Source: an optimization exercise on an open RTL-to-GDS flow (aim: small area, a short achievable clock period and few clock cycles). Production flows keep margins and buffers that such runs may drop. Function was checked by simulation only, so behaviour that the tests miss may differ from the original. Power is estimated from default activity; no workload was simulated.

// rv_core
module rv_core #(
    parameter logic [rv_pkg::addr_w-1:0] reset_pc = '0
) (
    input  logic                      clk,
    input  logic                      rst_n,
    output logic [rv_pkg::addr_w-1:0] icache_addr,
    input  logic [31:0]               icache_rdata,
    input  logic                      icache_stall,
    output logic                      dcache_ren,
    output logic                      dcache_wen,
    output logic [rv_pkg::addr_w-1:0] dcache_addr,
    output logic [31:0]               dcache_wdata,
    input  logic [31:0]               dcache_rdata,
    input  logic                      dcache_stall
);
Settings: LEC_CHECK=0, CAP_MARGIN=20, CORE_MARGIN=2, CORE_UTILIZATION=50, CTS_CLUSTER_DIAMETER=100, CTS_CLUSTER_SIZE=25, PLACE_DENSITY=0.6, SETUP_SLACK_MARGIN=4.6, SLEW_MARGIN=20, TNS_END_PERCENT=0; clock period 7.5 ns.
standard.sh (not shown) runs the stock make flow with config.mk's settings and CLKGATE_MAP_FILE= SYNTH_SCRIPT=/design/flow/synth_recipe.tcl, a recipe that flattens the netlist after the stock synthesis.
==> flow/flow/run.sh <==
#!/bin/bash
# standard layout, with the port buffers and timing repair free to pick any
# buffer and drive strength (not only the same cell footprint)
set -euo pipefail
bash standard.sh MATCH_CELL_FOOTPRINT=0 "BUFFER_PORTS_ARGS=-buffer_cell sky130_fd_sc_hd__buf_2" finish > make_finish.log 2>&1
The first run ran to the end with no violations.
Testbench counts at the start, summed over its fixed seeds: cycles 14,420.
==> next run, changes <==
- TNS_END_PERCENT: 0 -> default
=> Worst setup slack gains 0.11 ns. Final area came out higher by 1.9%. Power goes down by 1.2%. Register-to-register slack improves by 0.11 ns. Clock-buffer cell count is lower by 3. Sequential power goes down by about 0.5%. Synthesized area is unchanged. Wire length climbs by 2.2%. Clock power decreases by 5.9%.
==> next run, changes <==
- CTS_CLUSTER_DIAMETER: 100 -> 80
- CTS_CLUSTER_SIZE: 25 -> 20
- SETUP_SLACK_MARGIN: 4.6 -> 4.65
Effect: Flip-flop and latch count does not change. Synthesized cell count does not change. Hold slack gets worse by 0.0051 ns. Setup slack improved by 0.020 ns. Count of clock-buffer cells in the layout went up by 20. Clock power rises by 17%. Critical path depth came out lower by 4. Via count is higher by 1.0%. Non-clock buffer count goes up by 19. Design area rose by 1.8%.
==> next run, changes <==
- SETUP_SLACK_MARGIN: 4.65 -> 4.6
Clock-buffer cell count came out higher by 8.
Synthesized area does not change.
Wire length hardly moves.
Non-clock buffer count falls by 60.
Global-route usage went up by 0.22 points.

---

== cedar ==
Starting RTL as in the previous note.
## rv_core
module rv_core #(
    parameter logic [rv_pkg::addr_w-1:0] reset_pc = '0
) (
    input  logic                      clk,
    input  logic                      rst_n,
    output logic [rv_pkg::addr_w-1:0] icache_addr,
    input  logic [31:0]               icache_rdata,
    input  logic                      icache_stall,
    output logic                      dcache_ren,
    output logic                      dcache_wen,
    output logic [rv_pkg::addr_w-1:0] dcache_addr,
    output logic [31:0]               dcache_wdata,
    input  logic [31:0]               dcache_rdata,
    input  logic                      dcache_stall
);
Settings: LEC_CHECK=0, CAP_MARGIN=20, CORE_MARGIN=2, CORE_UTILIZATION=50, CTS_CLUSTER_DIAMETER=100, CTS_CLUSTER_SIZE=25, PLACE_DENSITY=0.6, SETUP_SLACK_MARGIN=4.6, SLEW_MARGIN=20; clock period 7.5 ns.
==> flow/flow/run.sh <==
#!/bin/bash
# standard layout, with the port buffers and timing repair free to pick any
# buffer and drive strength (not only the same cell footprint)
set -euo pipefail
bash standard.sh MATCH_CELL_FOOTPRINT=0 "BUFFER_PORTS_ARGS=-buffer_cell sky130_fd_sc_hd__buf_1" finish > make_finish.log 2>&1
Testbench counts of cedar, summed over its fixed seeds: cycles 14,420.
Changes in quartz relative to cedar:
- SETUP_SLACK_MARGIN changed from 4.6 to 4.65
==> flow/flow/run.sh <==
#!/bin/bash
# standard layout, with the port buffers and timing repair free to pick any
# buffer and drive strength (not only the same cell footprint)
set -euo pipefail
bash standard.sh MATCH_CELL_FOOTPRINT=0 "BUFFER_PORTS_ARGS=-buffer_cell sky130_fd_sc_hd__buf_2" finish > make_finish.log 2>&1
Results
In terms of number of global-route vias before repair, quartz and cedar differ only marginally.
Diff cedar -> quartz: fraction of layout instances using a drive strength above 1 shows an increase of 4.9 points; non-clock buffer count in the final layout rose 49.
In quartz the sequential cell area share turned out 0.90 points lower than in cedar.
Global-route usage: quartz > cedar
Diff cedar -> quartz: insertion delay of the later-clocked pin in the worst-skew pair held, initial antenna violation count went down 6.
Looking at capturing instance or port of the critical path, the dcache_addr[12] result is from quartz; the e_bx[7]$_DFF_P_ one comes from cedar.
Met2 demand-to-capacity share in global routing (higher): quartz
quartz vs cedar: design area up slightly
diff inputs: quartz => indigo
- changing SETUP_SLACK_MARGIN from 4.65 to 4.7
- setting TNS_END_PERCENT to 0 for the first time
==> notes.md <==
Measured against each other, indigo and quartz differ in number of setup buffers added after CTS, the higher figure coming from quartz. Share of flip-flops with an asynchronous set or reset came out exactly the same in indigo and quartz. When indigo is set beside quartz, its final critical delay including setup and external delays turns out to be 0.061 ns larger. On indigo: setup slack after layout is 0.061 ns lower than what quartz gave. Going from quartz to indigo, leakage dissipation went down by 0.54 nW, cell area after layout has decreased, wire length went down, count of H-tree levels built during CTS increased 1, timing-limited maximum frequency saw a decrease.

---

Another version of the RTL of rv_core (not shown whole).
Size: about 4500 cells after synthesis, ~1300 flip-flops, about 160 I/O pins, about 59000 µm² of cells after synthesis.
Settings: LEC_CHECK=0, CAP_MARGIN=20, CORE_MARGIN=2, CORE_UTILIZATION=60, PLACE_DENSITY=0.7, SETUP_SLACK_MARGIN=4.5, SLEW_MARGIN=20; clock period 7.5 ns.
run.sh (not shown) runs the stock make flow with config.mk's settings and CLKGATE_MAP_FILE= SYNTH_SCRIPT=/design/flow/synth_recipe.tcl, a recipe that flattens the netlist after the stock synthesis.
Stock flow here: none of the scripts above is used.
The baseline produced a clean layout.
Testbench counts at the start, summed over its fixed seeds: cycles 14,420.
Next try:
==> flow/flow/run.sh (new file) <==
#!/bin/bash
# standard layout, with the port buffers and timing repair free to pick any
# buffer and drive strength (not only the same cell footprint)
set -euo pipefail
bash standard.sh MATCH_CELL_FOOTPRINT=0 "BUFFER_PORTS_ARGS=-buffer_cell sky130_fd_sc_hd__buf_4" finish > make_finish.log 2>&1
==> flow/standard.sh (new file) <==
#!/bin/bash
# synth_recipe.tcl (not shown) runs the flow's synth.tcl, then flattens the netlist and writes it again
# the make line also repeats each setting of config.mk as NAME=value (left out here)
make -C /OpenROAD-flow-scripts/flow DESIGN_CONFIG=/design/flow/config.mk WORK_HOME=/design/flow/orfs CLKGATE_MAP_FILE= SYNTH_SCRIPT=/design/flow/synth_recipe.tcl "${@:-finish}"
removed: flow/run.sh
What happened:
- final area falls by 0.85%
- worst setup slack loses 0.071 ns
- fmax falls by 2.2%
- clock skew rises by 0.0073 ns
- combinational power falls by 11%

==> port drivers added, routing unchanged <==
In the flow no input, the clock included, has a driving cell. The finished layouts below were timed again as built, in two steps.
Step 1 (the two cells are an assumption about what drives the block):
set clk [get_ports {clk}]
set_driving_cell -lib_cell sky130_fd_sc_hd__clkbuf_16 $clk
set_driving_cell -lib_cell sky130_fd_sc_hd__buf_2 [delete_from_list [all_inputs] $clk]
Step 2 adds t to the input delays and takes it off the output delays; t is the mean of the earliest and latest rising clock arrival at the registers after step 1. Input paths then give back, and output paths get back, about the clock's delay inside the block.
Three values: no drivers, after step 1, after step 2; two values: the first two.
run	t (ns)	setup WS [ns]	worst slew at a driven data input, ns
the first run of note 1	0.780	4.401 / 4.401 / 3.923	0.07
the second run of note 1	0.832	4.508 / 4.453 / 3.899	0.07
the third run of note 1	0.789	4.528 / 4.445 / 4.028	0.09
the fourth run of note 1	0.795	4.486 / 4.476 / 3.941	0.08
cedar	0.829	4.340 / 4.340 / 3.858	0.09
quartz	0.826	4.494 / 4.422 / 3.974	0.08
indigo	0.774	4.433 / 4.433 / 3.983	0.07
the first run of note 3	0.831	4.302 / 4.302 / 3.596	0.07
the second run of note 3	0.843	4.231 / 4.231 / 3.595	0.07
After both steps every run listed still meets setup and hold. The setup slack of the first run of note 3, which loses most, moves by 0.000 ns with the drivers and by -0.706 ns with both steps.
